This is an optimization exercise on Yosys and OpenROAD, whose aim is small area, not a production implementation.
The RTL was checked by simulation tests, not by an equivalence proof against the original design.
Power and IR drop assume default switching activity.

==> design.v <==
module register_bank_sb #(
  parameter int nb_bits         = 32,
  parameter int nb_bits_address = 5,
  parameter int nb_registres    = 32,
  parameter int nb_read_ports   = 2,
  parameter bit bypass_en       = 1'b1
) (
  input  logic                                           clk_i,
  input  logic                                           rst_i,
  input  logic                                           write_enable_i,
  input  logic [nb_bits_address-1:0]                     rd_add_i,
  input  logic [nb_bits-1:0]                             rd_data_i,
  input  logic [nb_bits/8-1:0]                           byte_en_i,
  input  logic [nb_read_ports-1:0][nb_bits_address-1:0]  rs_add_i,
  output logic [nb_read_ports-1:0][nb_bits-1:0]          rs_data_o,
  input  logic                                           reserve_i,
  input  logic [nb_bits_address-1:0]                     reserve_add_i,
  input  logic                                           flush_i,
  output logic [nb_read_ports-1:0]                       rs_busy_o,
  output logic                                           any_busy_o
);
  localparam int NB_BYTES = nb_bits / 8;
  logic [nb_bits-1:0]        r_regs [1:nb_registres-1];
  logic [nb_registres-1:1]   r_valid;
  logic [nb_registres-1:1]   r_busy;
  logic                      w_wr_valid;
  logic                      w_rsv_valid;
  logic [nb_registres-1:1]   w_wr_hit;
  logic [nb_registres-1:1]   w_rsv_hit;
  logic [nb_bits-1:0]        w_wr_data;
  function automatic logic addr_in_range(input logic [nb_bits_address-1:0] a);
    logic [31:0] a32;
    a32 = a;
    addr_in_range = (a != '0) && (a32 < nb_registres);
  endfunction
  always_comb begin
    w_wr_valid  = write_enable_i && rst_i && addr_in_range(rd_add_i);
    w_rsv_valid = reserve_i && rst_i && addr_in_range(reserve_add_i);
  end
  always_comb begin
    w_wr_hit  = '0;
    w_rsv_hit = '0;
    for (int i = 1; i < nb_registres; i++) begin
      w_wr_hit[i]  = w_wr_valid && (rd_add_i == nb_bits_address'(i));
      w_rsv_hit[i] = w_rsv_valid && (reserve_add_i == nb_bits_address'(i));
    end
  end
  always_comb begin
    for (int k = 0; k < NB_BYTES; k++) begin
      w_wr_data[8*k +: 8] = byte_en_i[k] ? rd_data_i[8*k +: 8] : 8'h00;
    end
  end
  for (genvar i = 1; i < nb_registres; i++) begin : g_reg
    for (genvar k = 0; k < NB_BYTES; k++) begin : g_byte
      always_ff @(posedge clk_i) begin
        if (w_wr_hit[i] && (byte_en_i[k] || !r_valid[i])) begin
          r_regs[i][8*k +: 8] <= w_wr_data[8*k +: 8];
        end
      end
    end
  end
  always_ff @(posedge clk_i or negedge rst_i) begin
    if (!rst_i) begin
      r_valid <= '0;
    end else begin
      r_valid <= r_valid | w_wr_hit;
    end
  end
  always_ff @(posedge clk_i or negedge rst_i) begin
    if (!rst_i) begin
      r_busy <= '0;
    end else if (flush_i) begin
      r_busy <= '0;
    end else begin
      r_busy <= (r_busy & ~w_wr_hit) | w_rsv_hit;
    end
  end
  logic [nb_read_ports-1:0][nb_registres-1:1] w_rd_sel;
  logic [nb_read_ports-1:0][NB_BYTES-1:0]     w_rd_fwd;
  for (genvar p = 0; p < nb_read_ports; p++) begin : g_dec
    always_comb begin
      rs_busy_o[p] = 1'b0;
      for (int i = 1; i < nb_registres; i++) begin
        w_rd_sel[p][i] = (rs_add_i[p] == nb_bits_address'(i)) && r_valid[i];
        if (rs_add_i[p] == nb_bits_address'(i)) begin
          rs_busy_o[p] = r_busy[i];
        end
      end
      for (int k = 0; k < NB_BYTES; k++) begin
        w_rd_fwd[p][k] = bypass_en && w_wr_valid && (rs_add_i[p] == rd_add_i) && byte_en_i[k];
      end
    end
  end
  for (genvar p = 0; p < nb_read_ports; p++) begin : g_port
    for (genvar b = 0; b < nb_bits; b++) begin : g_bit
      logic [nb_registres-1:1] v_col;
      for (genvar i = 1; i < nb_registres; i++) begin : g_col
        assign v_col[i] = r_regs[i][b];
      end
      register_bank_sb_rdbit #(.N(nb_registres-1)) u_rd (
        .sel_i (w_rd_sel[p]),
        .d_i   (v_col),
        .fwd_i (w_rd_fwd[p][b/8]),
        .wd_i  (rd_data_i[b]),
        .q_o   (rs_data_o[p][b])
      );
    end
  end
  always_comb begin
    any_busy_o = |r_busy;
  end
endmodule
module register_bank_sb_rdbit #(
  parameter int N = 31
) (
  input  logic [N-1:0] sel_i,
  input  logic [N-1:0] d_i,
  input  logic         fwd_i,
  input  logic         wd_i,
  output logic         q_o
);
  localparam int NG3 = N / 3;                  
  localparam int NR  = N - 3 * NG3;            
  localparam int NG  = NG3 + (NR != 0);        
  localparam int NQ  = (NG + 3) / 4;           
  logic [NG-1:0] v_g_n;
  logic [NQ-1:0] v_q;
  for (genvar g = 0; g < NG3; g++) begin : g_grp
    register_bank_sb_aoi222 u_aoi (
      .a_i(sel_i[3*g +: 3]), .b_i(d_i[3*g +: 3]), .y_o(v_g_n[g]));
  end
  if (NR == 1) begin : g_r1
    assign v_g_n[NG-1] = ~(sel_i[N-1] & d_i[N-1]);
  end else if (NR == 2) begin : g_r2
    assign v_g_n[NG-1] = ~((sel_i[N-2] & d_i[N-2]) | (sel_i[N-1] & d_i[N-1]));
  end
  for (genvar q = 0; q < NQ; q++) begin : g_nand
    localparam int W = (NG - 4*q) < 4 ? (NG - 4*q) : 4;
    register_bank_sb_nand #(.W(W)) u_nand (.a_i(v_g_n[4*q +: W]), .y_o(v_q[q]));
  end
  register_bank_sb_fin #(.W(NQ)) u_fin (.q_i(v_q), .fwd_i(fwd_i), .wd_i(wd_i), .y_o(q_o));
endmodule
module register_bank_sb_aoi222 (
  input  logic [2:0] a_i,
  input  logic [2:0] b_i,
  output logic       y_o
);
  assign y_o = ~((a_i[0] & b_i[0]) | (a_i[1] & b_i[1]) | (a_i[2] & b_i[2]));
endmodule
module register_bank_sb_nand #(
  parameter int W = 4
) (
  input  logic [W-1:0] a_i,
  output logic         y_o
);
  assign y_o = ~&a_i;
endmodule
module register_bank_sb_fin #(
  parameter int W = 3
) (
  input  logic [W-1:0] q_i,
  input  logic         fwd_i,
  input  logic         wd_i,
  output logic         y_o
);
  assign y_o = fwd_i ? wd_i : |q_i;
endmodule
==> run.sh <==
#!/bin/bash
# synth_recipe.tcl (not shown) runs the flow's synth.tcl, then flattens the netlist and writes it again
# the make line also repeats each setting of config.mk as NAME=value (left out here)
make -C /OpenROAD-flow-scripts/flow DESIGN_CONFIG=/design/flow/config.mk WORK_HOME=/design/flow/orfs CLKGATE_MAP_FILE= SYNTH_SCRIPT=/design/flow/synth_recipe.tcl finish
==> config.mk <==
export PLATFORM = sky130hd
export DESIGN_NAME = register_bank_sb
export DESIGN_NICKNAME = register_bank_sb
export VERILOG_FILES = /design/flow/design.v
export SDC_FILE = /design/flow/constraint.sdc
export NUM_CORES = 4
export LEC_CHECK = 0
export ABC_CLOCK_PERIOD_IN_PS = 1000000
export CAP_MARGIN = 20
export CORE_MARGIN = 2
export CORE_UTILIZATION = 45
export SETUP_SLACK_MARGIN = 0.5
export SLEW_MARGIN = 20
export SYNTH_HIERARCHICAL = 1
export SYNTH_MINIMUM_KEEP_SIZE = 0
==> constraint.sdc <==
create_clock -name core_clock -period 8.0 [get_ports {clk_i}]
set_input_delay 1.6000 -clock core_clock [delete_from_list [all_inputs] [get_ports {clk_i}]]
set_output_delay 1.6000 -clock core_clock [all_outputs]
set_load 0.01 [all_outputs]
==> results.toml, run 1 <==
[floorplan]
dieHeight_um = 315
pin_count = 128
start_util = 0.452
fp.dieW_um = 315
dieArea_um2 = 99400
core_area_um2 = 96400
rows = 114

[clock_network]
cts_hold_buffers = 0
cts_max_path_buffers = 3
post_cts_buffers = 0
clkSinkCount = 1054
numCtsBuffers = 107
h-tree-depth = 3
clkLatencyLatePin_ns = 0.73
clk_pin_slew_worst_paths_ns = 0.06
cts_tree = "done"
clk_root_buffer_cell = "clkbuf_16"

[route]
drtIter0Drc = 9070
avgRoutedWirePerCell_um = 40.7
ant_nets = 0
post_drt_via_cell_ratio = 7.87
totalWireLength_mm = 182
drtPass1Iterations = 14
drcViolationCount = 0
route.vias.total = 35300

[flow_run]
max-cap-violations = 0

[setup_path]
r2r_end = "r_regs[24][19]"
cp.arrival_ns = 5.98
crit_cells = 9
cp-startpoint = "rs_add_i[8]"
path_common_cell = "clkdlybuf4s50_1"
reg2regPathDepth = 1
cp-end-kind = "output port"
crit_end = "rs_data_o[33]"
required_ns = 6.40
slowest_delay_ns = 0.81
path_max_fanout = 24
crit_path_cell_trace = "clkdlybuf4s50_1, nor2_1, and3_1, buf_4, a222oi_1, nand4_1, nor4_1, a21oi_1, clkdlybuf4s50_1"
start_kind = "input pin"
rrSetupSlack_ns = 5.83
criticalPathCategory = "in2out"
critical-path-slowest-cell = "clkdlybuf4s50_1"
cp_num_buf_inv = 3
critPathTopFamily = "buffers and inverters"
rr_startpoint = "r_valid[24]"

[finish]
nNetsFinal = 3168
drive_gt1_frac = 0.126
postLayoutCellArea_um2 = 51300
area_growth_pct = 17.6
fillers = 7923
finish.utilization = 0.532
final_common_cell = "edfxtp_1"
final_cells = 4479
final_cell_mix = "992 x edfxtp_1, 640 x a222oi_1, 160 x a21oi_1"

[sta]
drv_slew = 0
fin_ws_ns = 0.420
finalHoldViolCount = 0
min_period_ns = 7.58
setup_viol = 0
max_slew_margin = 0.187
hold_ws_ns = 0.606
timing.fmax_ghz = 0.132
fin_skew_ns = 0.0466
rsz0062_at_grt = "no"
tns_ns = 0
worstMarginPinSlew_ns = 1.22
post-route-period-util = 0.947

[global_routing]
grt_pass1_vias = 33300
grt_usage = 0.358
grt-ovfl-total = 0
grt_pass1_wl_mm = 249
grt_max_degree = 67
antenna_found_initial = 12

[synth]
seq_area_frac_synth = 0.719
ys.flop_type = "edfxtp_1"
synthMuxAreaShare = 0.00316
synth_compound_area_frac = 0.183
yosys_register_bits = 1054
synth-edff-count = 992
synth_area_um2 = 43600
synth_top_family_by_area = "compound AO/OA/AOI/OAI gates"
synthDistinctLibCells = 60
netlist_instances = 2766
async_flop_share = 0.0588
synth_area_per_cell_um2 = 15.8
yosysWarningCount = 8
syn_nets = 2827
synthSimpleGateAreaFrac = 0.0816
synth_fa_ha_area_frac = 0
synthXorXnorAreaFrac = 0.00201

[place]
placed_area_um2 = 47500
hpwl_mm = 122
pre_cts_slack_ns = 0.539
place_congestion = 1.07
port_buffers = 127
dp_cells = 4272

[worst_hold_path]
hold_path_class = "reg2reg"

[power_and_ir_drop]
p_leak_nw = 16.0
power_mw = 12.3
ir_worst_vdd_mv = 0.172
p_per_area_nw_per_um2 = 240

[run_status]
status = "no timing/DRC/antenna violations"
-- sequential cells by signal, summed over array words and instances (netlist names) --
signal / count
r_valid: 31
r_busy: 31
r_regs: 992
-- per-layer routing --
layer  vias to the layer above  wire [µm]  track usage
met3                       712      30100        0.122
met2                      3661      76800        0.522
met5                         -        171      0.00435
met4                        12      13300        0.212
li1                      13500          -            -
met1                     17300      61800        0.463
-- logic make-up after synthesis --
logic type / count (synthesis)
buffers and inverters: 124
and+or+nand+nor: 651
DFF: 1054
AOI/OAI and AO/OA: 917
xor gates and xnor gates: 10
muxes: 10
-- modules after synthesis (local to each module, per instance), a selection --
module	cells	area (µm²)	flip-flops and latches	copies in the design
register_bank_sb	1678	34900	1054	1
register_bank_sb_aoi222	1	10.0	0	640
-- how the worst min path moves through the flow --
| stage | endpoint | slack [ns] | cells past startpoint | startpoint |
|---|---|---|---|---|
| final | r_busy[31] | 0.61 | 2 | r_busy[31] |
| after global routing | r_busy[10] | 0.65 | 2 | r_busy[10] |
| after CTS | r_busy[28] | 0.61 | 2 | r_busy[28] |
| after detailed placement | r_busy[28] | 0.60 | 2 | r_busy[28] |
| after global placement | r_busy[21] | 0.58 | 2 | r_busy[21] |
| after floorplan | r_busy[10] | 0.51 | 2 | r_busy[10] |
-- synth_stat cells, drive strengths merged (33+ instances only) --
| cell type | instances | area, µm² |
|---|---|---|
| edfxtp | 992 | 29800 |
| nand3 | 72 | 360 |
| and3 | 65 | 407 |
| a222oi | 640 | 6410 |
| clkbuf | 33 | 125 |
| nand4 | 129 | 807 |
| and2 | 43 | 269 |
| nand2 | 119 | 449 |
| nor4 | 75 | 475 |
| nor2 | 63 | 236 |
| nand2b | 46 | 288 |
| a21oi | 199 | 1000 |
| dfrtp | 62 | 1550 |
| a22oi | 33 | 248 |
| inv | 73 | 274 |
-- power breakdown --
| part | internal [mW] | switching (mW) |
|---|---|---|
| sequential | 6.10 | 0.176 |
| combinational | 0.327 | 0.575 |
| clock | 2.93 | 2.21 |
-- area by class of cell --
class                      instances  area, µm²  area share
sequential                      1054      31300       0.611
multi-input combinational       1588      12000       0.233
clock buffer                     128       2800      0.0545
timing repair buffer             283       2530      0.0493
tap                             1276       1600      0.0311
clock inverter                    72        776      0.0151
inverter                          73        274     0.00534
antenna                            5       12.5    0.000244
-- what timing repair did --
action                                  in CTS  in global routing
gates resized for setup                      0                  8
hold endpoints to repair                     0                  0
endpoints found under the setup margin       0                  8
==> inputs of run 2 (changes only) <==
--- a/design.v
+++ b/design.v
@@ -24,24 +24,28 @@
   logic [nb_registres-1:1]   r_valid;
   logic [nb_registres-1:1]   r_busy;
+  localparam int NB_LO = 3;                         
+  localparam int NB_HI = nb_bits_address - NB_LO;   
   logic                      w_wr_valid;
   logic                      w_rsv_valid;
-  logic [nb_registres-1:1]   w_wr_hit;
-  logic [nb_registres-1:1]   w_rsv_hit;
+  logic [nb_registres-1:1]   w_wr_hit_n;    
+  logic [nb_registres-1:1]   w_rsv_hit_n;   
   logic [nb_bits-1:0]        w_wr_data;
-  function automatic logic addr_in_range(input logic [nb_bits_address-1:0] a);
-    logic [31:0] a32;
-    a32 = a;
-    addr_in_range = (a != '0) && (a32 < nb_registres);
-  endfunction
+  logic [NB_BYTES-1:0]       w_be_n;
+  logic [2**NB_HI-1:0]       w_wr_hi, w_rsv_hi;
+  logic [2**NB_LO-1:0]       w_wr_lo, w_rsv_lo;
   always_comb begin
-    w_wr_valid  = write_enable_i && rst_i && addr_in_range(rd_add_i);
-    w_rsv_valid = reserve_i && rst_i && addr_in_range(reserve_add_i);
-  end
-  always_comb begin
-    w_wr_hit  = '0;
-    w_rsv_hit = '0;
+    w_wr_valid  = write_enable_i && rst_i;
+    w_rsv_valid = reserve_i && rst_i;
+    for (int h = 0; h < 2**NB_HI; h++) begin
+      w_wr_hi[h]  = w_wr_valid  && (rd_add_i[nb_bits_address-1:NB_LO] == NB_HI'(h));
+      w_rsv_hi[h] = w_rsv_valid && (reserve_add_i[nb_bits_address-1:NB_LO] == NB_HI'(h));
+    end
+    for (int l = 0; l < 2**NB_LO; l++) begin
+      w_wr_lo[l]  = (rd_add_i[NB_LO-1:0] == NB_LO'(l));
+      w_rsv_lo[l] = (reserve_add_i[NB_LO-1:0] == NB_LO'(l));
+    end
     for (int i = 1; i < nb_registres; i++) begin
-      w_wr_hit[i]  = w_wr_valid && (rd_add_i == nb_bits_address'(i));
-      w_rsv_hit[i] = w_rsv_valid && (reserve_add_i == nb_bits_address'(i));
+      w_wr_hit_n[i]  = ~(w_wr_hi[i >> NB_LO]  & w_wr_lo[i % (2**NB_LO)]);
+      w_rsv_hit_n[i] = ~(w_rsv_hi[i >> NB_LO] & w_rsv_lo[i % (2**NB_LO)]);
     end
   end
@@ -49,4 +53,5 @@
     for (int k = 0; k < NB_BYTES; k++) begin
       w_wr_data[8*k +: 8] = byte_en_i[k] ? rd_data_i[8*k +: 8] : 8'h00;
+      w_be_n[k]           = ~byte_en_i[k];
     end
   end
@@ -54,5 +59,5 @@
     for (genvar k = 0; k < NB_BYTES; k++) begin : g_byte
       always_ff @(posedge clk_i) begin
-        if (w_wr_hit[i] && (byte_en_i[k] || !r_valid[i])) begin
+        if (!((w_be_n[k] && r_valid[i]) || w_wr_hit_n[i])) begin
           r_regs[i][8*k +: 8] <= w_wr_data[8*k +: 8];
         end
@@ -64,5 +69,5 @@
       r_valid <= '0;
     end else begin
-      r_valid <= r_valid | w_wr_hit;
+      r_valid <= r_valid | ~w_wr_hit_n;
     end
   end
@@ -73,5 +78,5 @@
       r_busy <= '0;
     end else begin
-      r_busy <= (r_busy & ~w_wr_hit) | w_rsv_hit;
+      r_busy <= (r_busy & w_wr_hit_n) | ~w_rsv_hit_n;
     end
   end
@@ -79,14 +84,22 @@
   logic [nb_read_ports-1:0][NB_BYTES-1:0]     w_rd_fwd;
   for (genvar p = 0; p < nb_read_ports; p++) begin : g_dec
+    logic [2**NB_HI-1:0] v_hi;
+    logic [2**NB_LO-1:0] v_lo;
+    logic                v_fwd;
     always_comb begin
+      for (int h = 0; h < 2**NB_HI; h++) begin
+        v_hi[h] = (rs_add_i[p][nb_bits_address-1:NB_LO] == NB_HI'(h));
+      end
+      for (int l = 0; l < 2**NB_LO; l++) begin
+        v_lo[l] = (rs_add_i[p][NB_LO-1:0] == NB_LO'(l));
+      end
       rs_busy_o[p] = 1'b0;
       for (int i = 1; i < nb_registres; i++) begin
-        w_rd_sel[p][i] = (rs_add_i[p] == nb_bits_address'(i)) && r_valid[i];
-        if (rs_add_i[p] == nb_bits_address'(i)) begin
-          rs_busy_o[p] = r_busy[i];
-        end
+        w_rd_sel[p][i] = v_hi[i >> NB_LO] & v_lo[i % (2**NB_LO)] & r_valid[i];
+        rs_busy_o[p]   = rs_busy_o[p] | (v_hi[i >> NB_LO] & v_lo[i % (2**NB_LO)] & r_busy[i]);
       end
+      v_fwd = bypass_en && (rs_add_i[p] == rd_add_i) && (rd_add_i != '0) && w_wr_valid;
       for (int k = 0; k < NB_BYTES; k++) begin
-        w_rd_fwd[p][k] = bypass_en && w_wr_valid && (rs_add_i[p] == rd_add_i) && byte_en_i[k];
+        w_rd_fwd[p][k] = v_fwd && byte_en_i[k];
       end
     end
==> flow/run.sh (new file) <==
#!/bin/bash
# Own layout flow: the standard layout (standard.sh, unchanged synthesis,
# floorplan, power grid and tap cells), with two placement/CTS options changed:
#  - port buffers use the smallest buffer (buf_1) instead of the flow's pick;
#  - clock tree: clkbuf_16, clusters of 24 sinks, no dummy balancing loads.
set -euo pipefail
bash standard.sh \
  "BUFFER_PORTS_ARGS=-buffer_cell sky130_fd_sc_hd__buf_1" \
  "CTS_ARGS=-sink_clustering_enable -repair_clock_nets -sink_clustering_size 24 -sink_clustering_max_diameter 100 -buf_list sky130_fd_sc_hd__clkbuf_16 -dont_use_dummy_load" \
  finish > make_finish.log 2>&1
==> standard.sh (new file) <==
#!/bin/bash
# synth_recipe.tcl (not shown) runs the flow's synth.tcl, then flattens the netlist and writes it again
# the make line also repeats each setting of config.mk as NAME=value (left out here)
make -C /OpenROAD-flow-scripts/flow DESIGN_CONFIG=/design/flow/config.mk WORK_HOME=/design/flow/orfs CLKGATE_MAP_FILE= SYNTH_SCRIPT=/design/flow/synth_recipe.tcl "${@:-finish}"
--- a/config.mk
+++ b/config.mk
@@ -9,5 +9,8 @@
 export CAP_MARGIN = 20
 export CORE_MARGIN = 2
-export CORE_UTILIZATION = 45
+export CORE_UTILIZATION = 55
+export CTS_BUF_LIST = sky130_fd_sc_hd__clkbuf_16
+export CTS_CLUSTER_DIAMETER = 100
+export CTS_CLUSTER_SIZE = 24
 export SETUP_SLACK_MARGIN = 0.5
 export SLEW_MARGIN = 20
removed: run.sh
==> results.toml, run 2 <==
[place]
pre_cts_slack_ns = 1.43
place_congestion = 1.02
port_buffers = 127
hpwl_mm = 112
dp_cells = 4016

[clock_network]
clk_pin_slew_worst_paths_ns = 0.09
clk_root_buffer_cell = "clkbuf_16"
cts_tree = "done"
cts_resized = 0
h-tree-depth = 2
cts_hold_buffers = 0
numCtsBuffers = 50
clkLatencyLatePin_ns = 0.65
clkSinkCount = 1054
cts_max_path_buffers = 3
post_cts_buffers = 0

[power_and_ir_drop]
share_seq_of_total_power = 0.643
swShare = 0.235
switchingPower_mw = 2.28
pwr-share-clk = 0.285
comb_power_share = 0.072
p_int_mw = 7.42
p_leak_nw = 14.5
p_per_area_nw_per_um2 = 203
ir_worst_vdd_mv = 0.202

[setup_path]
cp-end-kind = "output port"
cp_num_buf_inv = 3
critical-path-slowest-cell = "and3_1"
cp.arrival_ns = 5.18
path_common_cell = "buf_1"
path_max_fanout = 24
crit_path_cell_trace = "buf_1, nor2b_1, and3_1, buf_4, a222oi_1, nand4_1, nor4_1, a21oi_1, buf_1"
slowest_delay_ns = 0.72
criticalPathCategory = "in2out"
start_kind = "input pin"
critPathTopFamily = "simple AND/OR/NAND/NOR gates"
required_ns = 6.40

[synth]
yosys_register_bits = 1054
netlist_instances = 2725
yosys.area.top_type_share = 0.686
synthSimpleGateAreaFrac = 0.0819
ys.flop_type = "edfxtp_1"
synthMuxAreaShare = 0.00256
yosysWarningCount = 8
synth_area_um2 = 43400
seq_area_frac_synth = 0.721
synth_top_family_by_area = "compound AO/OA/AOI/OAI gates"
synthDistinctLibCells = 47
synthXorXnorAreaFrac = 0.00202
synth-edff-count = 992
synth_fa_ha_area_frac = 0
synth_compound_area_frac = 0.181
syn_nets = 2786
synth_area_per_cell_um2 = 15.9
synth.most_common_cell = "edfxtp_1"
yosys-top-cells-count = "992 x edfxtp_1, 640 x a222oi_1, 193 x a21oi_1"
async_flop_share = 0.0588
yosys.area.top_type = "edfxtp_1"
synth.area.top_cells = "edfxtp_1 69%, a222oi_1 15%, dfrtp_1 3.6%, a21oi_1 2.2%, nand4_1 1.9%"

[global_routing]
grt_pass1_wl_mm = 239
grt_pass1_vias = 32700
grt_usage = 0.418
grt_max_degree = 49
antenna_found_initial = 11
grt-ovfl-total = 0

[floorplan]
dieArea_um2 = 81200
fp.dieW_um = 285
core_area_um2 = 78600
dieHeight_um = 285
rows = 103
start_util = 0.553
pin_count = 128

[sta]
timing.fmax_ghz = 0.148
drv_slew = 0
fin_skew_ns = 0.0468
rsz0062_at_grt = "no"
finalHoldViolCount = 0
worstMarginPinSlew_ns = 1.22
fin_ws_ns = 1.22
min_period_ns = 6.78
tns_ns = 0
setup_viol = 0
post-route-period-util = 0.847
max_slew_margin = 0.185

[worst_hold_path]
hold_path_class = "reg2reg"

[finish]
drive_gt1_frac = 0.0941
reg_top3 = "r_regs: 992 flops, r_busy: 31 flops, r_valid: 31 flops"
largest_reg_flops = 992
final_common_cell = "edfxtp_1"
finish.utilization = 0.607
nNetsFinal = 3081
top_register = "r_regs"
final_cell_mix = "992 x edfxtp_1, 640 x a222oi_1, 157 x buf_4"
area_growth_pct = 9.86
final_cells = 4073

[route]
totalWireLength_mm = 174
post_drt_via_cell_ratio = 8.40
drcViolationCount = 0
ant_nets = 0
drtIter0Drc = 8491
drtPass1Iterations = 11
route.vias.total = 34200
avgRoutedWirePerCell_um = 42.8

[flow_run]
max-cap-violations = 0

[run_status]
status = "no timing/DRC/antenna violations"
[run 2: changes by cell type in the layout (fill, tap and decap cells not counted), sizes merged, moves of 9 or more]
cell and delta:
o21ai -12, clkinv -52, clkbuf -78, buf +130, clkdlybuf4s50 -126, nand2 -10, nor2 -16, nor2b +9
nand2b -14, bufinv -13
[run 2: worst min-delay path, cell delays in order (launching register included)]
cell and delay [ns]:
dfrtp_1 0.40, a22oi_1 0.10, nor2_1 0.09
[run 2: logic make-up after synthesis]
family / Yosys count
simple gates: 636
buf+inv: 117
mux: 10
compound gates: 898
xor+xnor: 10
flops: 1054
[run 2: metal layers]
metal  up-vias  wire length [µm]  global-route usage
li1      13200                 -                   -
met1     16800             58300               0.553
met2      3480             75700               0.623
met3       655             29200               0.133
met4        10             11200               0.221
met5         -                65             0.00698
[run 2: worst paths after layout]
check	cells past startpoint	slack (ns)	from	endpoint
worst max-delay path	9	1.22	rs_add_i[1]	rs_data_o[1]
worst min-delay path	2	0.62	r_busy[12]	r_busy[12]
worst max register to register	1	5.99	r_valid[31]	r_regs[31][27]
worst min register to register	2	0.62	r_busy[12]	r_busy[12]
max in group asynchronous	2	5.91	rst_i	r_valid[11]
min in group asynchronous	1	0.92	rst_i	r_busy[23]
[run 2: stage by stage]
stage | power [mW] | cell area (µm²) | hold WS [ns]
3_3_place_gp | 7.00 | 46200 | 0.583
3_5_place_dp | 7.02 | 46400 | 0.585
6_report | 9.70 | 47700 | 0.622
4_1_cts | 9.65 | 47600 | 0.606
5_1_grt | 9.90 | 47700 | 0.662
2_1_floorplan | 6.64 | 43400 | 0.526
[run 2: cell type report]
type / instances / area [µm²]
Sequential cell: 1054 / 31300
Fill cell: 6001 / 30900
Multi-Input combinational cell: 1554 / 11800
Timing Repair Buffer: 287 / 1700
Tap cell: 1050 / 1310
Clock buffer: 50 / 1250
Inverter: 73 / 274
Antenna cell: 5 / 12.5
[run 2: Yosys stat by module, one instance, submodules excluded, a selection]
module / flip-flops and latches / copies in the design / cells
register_bank_sb: 1054 / 1 / 1637
register_bank_sb_aoi222: 0 / 640 / 1
[run 2: power by group through the flow]
stage               combinational, mW  sequential (mW)  clock (mW)
floorplan                       0.378             6.26           0
global placement                0.657             6.34           0
detailed placement              0.670             6.35           0
CTS                             0.672             6.22        2.75
global route                    0.730             6.23        2.93
finish                          0.699             6.24        2.76
==> inputs of run 3 (changes only) <==
==> flow/run.sh (replaced) <==
#!/bin/bash
# Own layout flow: the standard layout (standard.sh, unchanged synthesis,
# floorplan, power grid and tap cells), with two placement/CTS options changed:
#  - port buffers use the smallest buffer (buf_1) instead of the flow's pick;
#  - clock tree: clkbuf_8 leaves under a clkbuf_16 root, clusters of 16 sinks, no dummy balancing loads.
set -euo pipefail
bash standard.sh \
  "BUFFER_PORTS_ARGS=-buffer_cell sky130_fd_sc_hd__buf_1" \
  "CTS_ARGS=-sink_clustering_enable -repair_clock_nets -sink_clustering_size 16 -sink_clustering_max_diameter 100 -buf_list sky130_fd_sc_hd__clkbuf_8 -root_buf sky130_fd_sc_hd__clkbuf_16 -dont_use_dummy_load" \
  finish > make_finish.log 2>&1
--- a/config.mk
+++ b/config.mk
@@ -7,5 +7,5 @@
 export LEC_CHECK = 0
 export ABC_CLOCK_PERIOD_IN_PS = 1000000
-export CAP_MARGIN = 20
+export CAP_MARGIN = 10
 export CORE_MARGIN = 2
 export CORE_UTILIZATION = 55
@@ -14,5 +14,5 @@
 export CTS_CLUSTER_SIZE = 24
 export SETUP_SLACK_MARGIN = 0.5
-export SLEW_MARGIN = 20
+export SLEW_MARGIN = 10
 export SYNTH_HIERARCHICAL = 1
 export SYNTH_MINIMUM_KEEP_SIZE = 0
==> results.toml, run 3 <==
[route]
drtPass1Iterations = 13
avgRoutedWirePerCell_um = 42.5
route.vias.total = 34100
totalWireLength_mm = 174
drcViolationCount = 0
drtIter0Drc = 8038
ant_nets = 0
post_drt_via_cell_ratio = 8.32

[setup_path]
slowest_delay_ns = 1.09
criticalPathCategory = "in2out"
crit_path_cell_trace = "buf_1, nor2b_1, and3_1, buf_4, a222oi_1, nand4_1, nor4_1, a21oi_1, buf_1"
path_common_cell = "buf_1"
cp_num_buf_inv = 3
critical-path-slowest-cell = "and3_1"
critPathTopFamily = "simple AND/OR/NAND/NOR gates"
cp-end-kind = "output port"
start_kind = "input pin"
cp.arrival_ns = 5.28
path_max_fanout = 17
required_ns = 6.40
rrSetupSlack_ns = 5.89

[flow_run]
max-cap-violations = 0

[sta]
worstMarginPinSlew_ns = 1.45
post-route-period-util = 0.860
timing.fmax_ghz = 0.145
drv_slew = 0
rsz0062_at_grt = "no"
setup_viol = 0
fin_skew_ns = 0.0618
max_slew_margin = 0.0323
tns_ns = 0
finalHoldViolCount = 0
hold_ws_ns = 0.615
min_period_ns = 6.88

[synth]
synth_top_family_by_area = "compound AO/OA/AOI/OAI gates"
synth_area_um2 = 43400
syn_nets = 2786
async_flop_share = 0.0588
yosys-top-cells-count = "992 x edfxtp_1, 640 x a222oi_1, 193 x a21oi_1"
synthXorXnorAreaFrac = 0.00202
ys.flop_type = "edfxtp_1"
yosysWarningCount = 8
seq_area_frac_synth = 0.721
yosys_register_bits = 1054
synthDistinctLibCells = 47
synth_compound_area_frac = 0.181
yosys.area.top_type = "edfxtp_1"
synth.area.top_cells = "edfxtp_1 69%, a222oi_1 15%, dfrtp_1 3.6%, a21oi_1 2.2%, nand4_1 1.9%"
synth-edff-count = 992
synth_area_per_cell_um2 = 15.9
yosys.area.top_type_share = 0.686
synth.most_common_cell = "edfxtp_1"
netlist_instances = 2725
synthMuxAreaShare = 0.00256
synth_fa_ha_area_frac = 0
synthSimpleGateAreaFrac = 0.0819

[global_routing]
grtUsageMet1 = 0.558
grt_usage = 0.419
grt_pass1_vias = 32700
met3_usage = 0.133
grt_max_degree = 49
grt-ovfl-total = 0
grt_busiest_layer = "met2"
antenna_found_initial = 5
grt_pass1_wl_mm = 239
grt_use_met2 = 0.624

[place]
port_buffers = 127
placed_area_um2 = 46300
place_congestion = 1.02
hpwl_mm = 112

[power_and_ir_drop]
power_mw = 9.55
p_int_mw = 7.25
p_per_area_nw_per_um2 = 201
switchingPower_mw = 2.30
p_leak_nw = 14.5
swShare = 0.241
share_seq_of_total_power = 0.653
pwr-share-clk = 0.274
comb_power_share = 0.073
ir_worst_vdd_mv = 0.160

[floorplan]
dieArea_um2 = 81200
dieHeight_um = 285
core_area_um2 = 78600
start_util = 0.553
rows = 103
fp.dieW_um = 285
pin_count = 128

[finish]
final_cell_mix = "992 x edfxtp_1, 640 x a222oi_1, 181 x a21oi_1"
postLayoutCellArea_um2 = 47500
area_growth_pct = 9.27
largest_reg_flops = 992
nNetsFinal = 3103
drive_gt1_frac = 0.0868
final_common_cell = "edfxtp_1"
top_register = "r_regs"
reg_top3 = "r_regs: 992 flops, r_busy: 31 flops, r_valid: 31 flops"

[clock_network]
clk_pin_slew_worst_paths_ns = 0.11
clk_root_buffer_cell = "clkbuf_16"
clkLatencyLatePin_ns = 0.64
cts_resized = 0
numCtsBuffers = 75
clkSinkCount = 1054
cts_tree = "done"
cts_hold_buffers = 0
cts_max_path_buffers = 3
post_cts_buffers = 0
h-tree-depth = 3

[run_status]
status = "no timing/DRC/antenna violations"

[worst_hold_path]
hold_path_class = "reg2reg"
==> run 3: cell types whose count changed in the layout (fill, tap and decap cells not counted), moves of 2 or more <==
cell and change:
and3_1 +2, clkbuf_16 -41, buf_4 -2, and3_2 -2
clkbuf_8 +66, diode_2 +4, a21oi_2 -29, and2_2 -8
inv_1 +2, a21oi_1 +29, and2_1 +8, inv_2 -2
==> run 3: worst paths after layout <==
check / end / cells after the start / startpoint
max: rs_data_o[51] / 9 / rs_add_i[8]
min reg2reg: r_busy[12] / 2 / r_busy[12]
min: r_busy[12] / 2 / r_busy[12]
max in group asynchronous: r_valid[21] / 2 / rst_i
min in group asynchronous: r_busy[20] / 1 / rst_i
max reg2reg: r_regs[5][19] / 1 / r_valid[5]
==> run 3: through the flow <==
stage	util	cells	setup slack (ns)
5_1_grt	0.604	4090	1.15
2_1_floorplan	-	2725	1.94
4_1_cts	0.603	4088	1.40
6_report	0.604	4099	1.12
3_5_place_dp	0.589	4013	1.42
3_3_place_gp	0.588	4010	0.826
==> run 3: cells by family (layout without fill, tap and decap cells) <==
kind of cell	count (synthesis)	after routing
other	0	9
buffers and inverters	117	432
AO/OA/AOI/OAI	898	898
XOR/XNOR	10	10
flip-flops	1054	1054
AND/OR/NAND/NOR	636	636
multiplexers	10	10
==> run 3: per-module statistics from Yosys, one instance, submodules excluded, excerpt <==
| module | times used | flops+latches | cells | area (µm²) |
|---|---|---|---|---|
| register_bank_sb | 1 | 1054 | 1637 | 34700 |
| register_bank_sb_aoi222 | 640 | 0 | 1 | 10.0 |
==> run 3: per-layer routing <==
layer  routed length, µm  vias up
met4                9750        4
met5                  25        -
met3               28700      601
met2               76300     3431
met1               59400    16800
li1                    -    13200
==> run 3: cell type report <==
class	count	area (µm²)
fillers	6033	31100
inverters	73	274
diodes	9	22.5
multi-input cells	1554	11700
well taps	1050	1310
repair buffers	284	1670
flip-flops and latches	1054	31300
clock buffers	75	1130
==> run 3: power by group through the flow <==
stage	combinational, mW	sequential (mW)	clock (mW)
after floorplan	0.378	6.26	0
after global placement	0.657	6.34	0
after detailed placement	0.667	6.35	0
after CTS	0.669	6.22	2.62
after global routing	0.725	6.23	2.80
final	0.693	6.24	2.62
==> inputs of run 4 (changes only) <==
==> run.sh (new file) <==
#!/bin/bash
# synth_recipe.tcl (not shown) runs the flow's synth.tcl, then flattens the netlist and writes it again
# the make line also repeats each setting of config.mk as NAME=value (left out here)
make -C /OpenROAD-flow-scripts/flow DESIGN_CONFIG=/design/flow/config.mk WORK_HOME=/design/flow/orfs CLKGATE_MAP_FILE= SYNTH_SCRIPT=/design/flow/synth_recipe.tcl finish
--- a/config.mk
+++ b/config.mk
@@ -7,5 +7,5 @@
 export LEC_CHECK = 0
 export ABC_CLOCK_PERIOD_IN_PS = 1000000
-export CAP_MARGIN = 10
+export CAP_MARGIN = 20
 export CORE_MARGIN = 2
 export CORE_UTILIZATION = 55
@@ -14,5 +14,5 @@
 export CTS_CLUSTER_SIZE = 24
 export SETUP_SLACK_MARGIN = 0.5
-export SLEW_MARGIN = 10
+export SLEW_MARGIN = 20
 export SYNTH_HIERARCHICAL = 1
 export SYNTH_MINIMUM_KEEP_SIZE = 0
removed: flow/run.sh
removed: standard.sh
==> results.toml, run 4 <==
[run_status]
status = "no timing/DRC/antenna violations"

[setup_path]
slowest_delay_ns = 1.06
critPathTopFamily = "buffers and inverters"
rrSetupSlack_ns = 5.91
cp-end-kind = "output port"
criticalPathCategory = "in2out"
reg2regPathDepth = 1
path_max_fanout = 11
required_ns = 6.40
r2r_end = "r_regs[18][4]"
start_kind = "input pin"
rr_startpoint = "r_valid[18]"
cp-startpoint = "rd_add_i[2]"
cp.arrival_ns = 5.90
cp_num_buf_inv = 4
critical-path-slowest-cell = "nor4_1"
crit_path_cell_trace = "clkdlybuf4s50_1, nor3_1, a21o_1, nor4_1, buf_4, and2_1, buf_4, nor4_1, a21oi_1, clkdlybuf4s50_1"

[power_and_ir_drop]
p_per_area_nw_per_um2 = 205
ir_worst_vdd_mv = 0.195
p_leak_nw = 15.1

[synth]
yosysWarningCount = 8
synthXorXnorAreaFrac = 0.00202
async_flop_share = 0.0588
syn_nets = 2786
ys.flop_type = "edfxtp_1"
yosys.area.top_type_share = 0.686
synth_area_per_cell_um2 = 15.9
synth_fa_ha_area_frac = 0
synth.most_common_cell = "edfxtp_1"
synth_top_family_by_area = "compound AO/OA/AOI/OAI gates"
synthSimpleGateAreaFrac = 0.0819
yosys-top-cells-count = "992 x edfxtp_1, 640 x a222oi_1, 193 x a21oi_1"
synthMuxAreaShare = 0.00256
synthDistinctLibCells = 47
yosys.area.top_type = "edfxtp_1"
seq_area_frac_synth = 0.721
synth_area_um2 = 43400
yosys_register_bits = 1054
netlist_instances = 2725
synth_compound_area_frac = 0.181
synth.area.top_cells = "edfxtp_1 69%, a222oi_1 15%, dfrtp_1 3.6%, a21oi_1 2.2%, nand4_1 1.9%"
synth-edff-count = 992

[sta]
timing.fmax_ghz = 0.133
min_period_ns = 7.50
fin_skew_ns = 0.0468
max_slew_margin = 0.149
finalHoldViolCount = 0
rsz0062_at_grt = "no"
worstMarginPinSlew_ns = 1.26
hold_ws_ns = 0.646
post-route-period-util = 0.937
tns_ns = 0
setup_viol = 0
drv_slew = 0
fin_ws_ns = 0.500

[finish]
seqCellArea_um2 = 31300
finish.utilization = 0.619
nNetsFinal = 3077
drive_gt1_frac = 0.0877
largest_reg_flops = 992
fillers = 5936
reg_top3 = "r_regs: 992 flops, r_busy: 31 flops, r_valid: 31 flops"
final_cell_mix = "992 x edfxtp_1, 640 x a222oi_1, 169 x a21oi_1"
area_growth_pct = 12.1
final_common_cell = "edfxtp_1"
multi_input_area_um2 = 11800
final_cells = 4112
top_register = "r_regs"

[route]
post_drt_via_cell_ratio = 8.27
avgRoutedWirePerCell_um = 41.7
drcViolationCount = 0
ant_nets = 0
totalWireLength_mm = 172
drtIter0Drc = 8756
route.vias.total = 34000
drtPass1Iterations = 13

[floorplan]
fp.dieW_um = 285
dieArea_um2 = 81200
core_area_um2 = 78600
start_util = 0.553
pin_count = 128
rows = 103
dieHeight_um = 285

[worst_hold_path]
hp-start = "r_busy[11]"
hold_end = "r_busy[11]"
holdPathStages = 2
hold_path_class = "reg2reg"

[flow_run]
max-cap-violations = 0

[global_routing]
grt_usage = 0.411
antenna_found_initial = 10
grt_pass1_wl_mm = 237
grt_pass1_vias = 32700
grt-ovfl-total = 0
grt_max_degree = 48

[clock_network]
clkSinkCount = 1054
post_cts_buffers = 0
clk_root_buffer_cell = "clkbuf_16"
h-tree-depth = 2
cts_tree = "done"
clk_pin_slew_worst_paths_ns = 0.09
numCtsBuffers = 50
clkLatencyLatePin_ns = 0.66
cts_max_path_buffers = 3
cts_resized = 0
cts_hold_buffers = 0

[place]
dp_cells = 4006
port_buffers = 127
place_congestion = 1.00
hpwl_mm = 114
pre_cts_slack_ns = 0.764
## run 4: per-layer routing
layer / track usage / part of all wire / up-vias
li1: - / - / 13300
met1: 0.542 / 0.34 / 16700
met2: 0.613 / 0.44 / 3399
met3: 0.140 / 0.16 / 646
met4: 0.202 / 0.060 / 12
met5: 0.0105 / 0.00097 / -
## run 4: power by group
| part | switching [mW] | internal, mW | total (mW) |
|---|---|---|---|
| logic | 0.501 | 0.323 | 0.824 |
| clock network | 1.72 | 1.18 | 2.89 |
| registers | 0.172 | 6.09 | 6.26 |
## run 4: layout make-up
class / count / share of cell area
Antenna cell: 5 / 0.000257
Clock buffer: 51 / 0.0262
Clock inverter: 42 / 0.00375
Inverter: 73 / 0.00563
Multi-Input combinational cell: 1554 / 0.242
Sequential cell: 1054 / 0.644
Tap cell: 1050 / 0.0270
Timing Repair Buffer: 283 / 0.0520
## run 4: logic make-up after synthesis
group,Yosys count
xor+xnor,10
buf+inv,117
compound gates,898
flops,1054
simple gates,636
mux,10
## run 4: metrics by stage
step / power, mW / cell area [µm²]
after floorplan: 6.64 / 43400
after global placement: 7.14 / 47000
after detailed placement: 7.15 / 47000
after global routing: 10.2 / 48700
final: 9.98 / 48700
after CTS: 9.92 / 48500
## run 4: how the worst max path moves through the flow
stage / cells after the start / to
6_report: 10 / rs_data_o[0]
5_1_grt: 10 / rs_data_o[0]
4_1_cts: 10 / rs_data_o[7]
3_5_place_dp: 10 / rs_data_o[7]
3_3_place_gp: 10 / rs_data_o[7]
2_1_floorplan: 8 / rs_data_o[32]
## run 4: Yosys stat by module (local to each module, per instance), a selection
module	times used	cell area, µm²
register_bank_sb_aoi222	640	10.0
register_bank_sb	1	34700

[separate check: timing with driven ports]
How much do the figures lean on ideal ports? The routed layouts below were timed once more, with nothing changed but the port constraints.
Step 1, drivers: a clkbuf_16 drives clk_i and a buf_2 each remaining input, both assumed.
Step 2 times the ports against the registers' clock, not the clock port: input delays grow and output delays shrink by t, the midpoint of the rising clock arrivals with the driver on.
Slacks: ideal ports / drivers / drivers and shift; pairs: ideal ports / drivers.
run | shift t [ns] | setup slack, ns | worst setup path at the end
run 1 | 0.778 | 0.420 / 0.393 / 0.393 | input to output
run 2 | 0.704 | 1.223 / 1.121 / 1.121 | input to output
run 3 | 0.679 | 1.121 / 1.035 / 1.035 | input to output
run 4 | 0.708 | 0.500 / 0.364 / 0.364 | input to output
After both steps setup and hold are still met in every run listed. The setup slack of run 4, which loses most, moves by -0.136 ns with the drivers and by -0.136 ns with both steps.
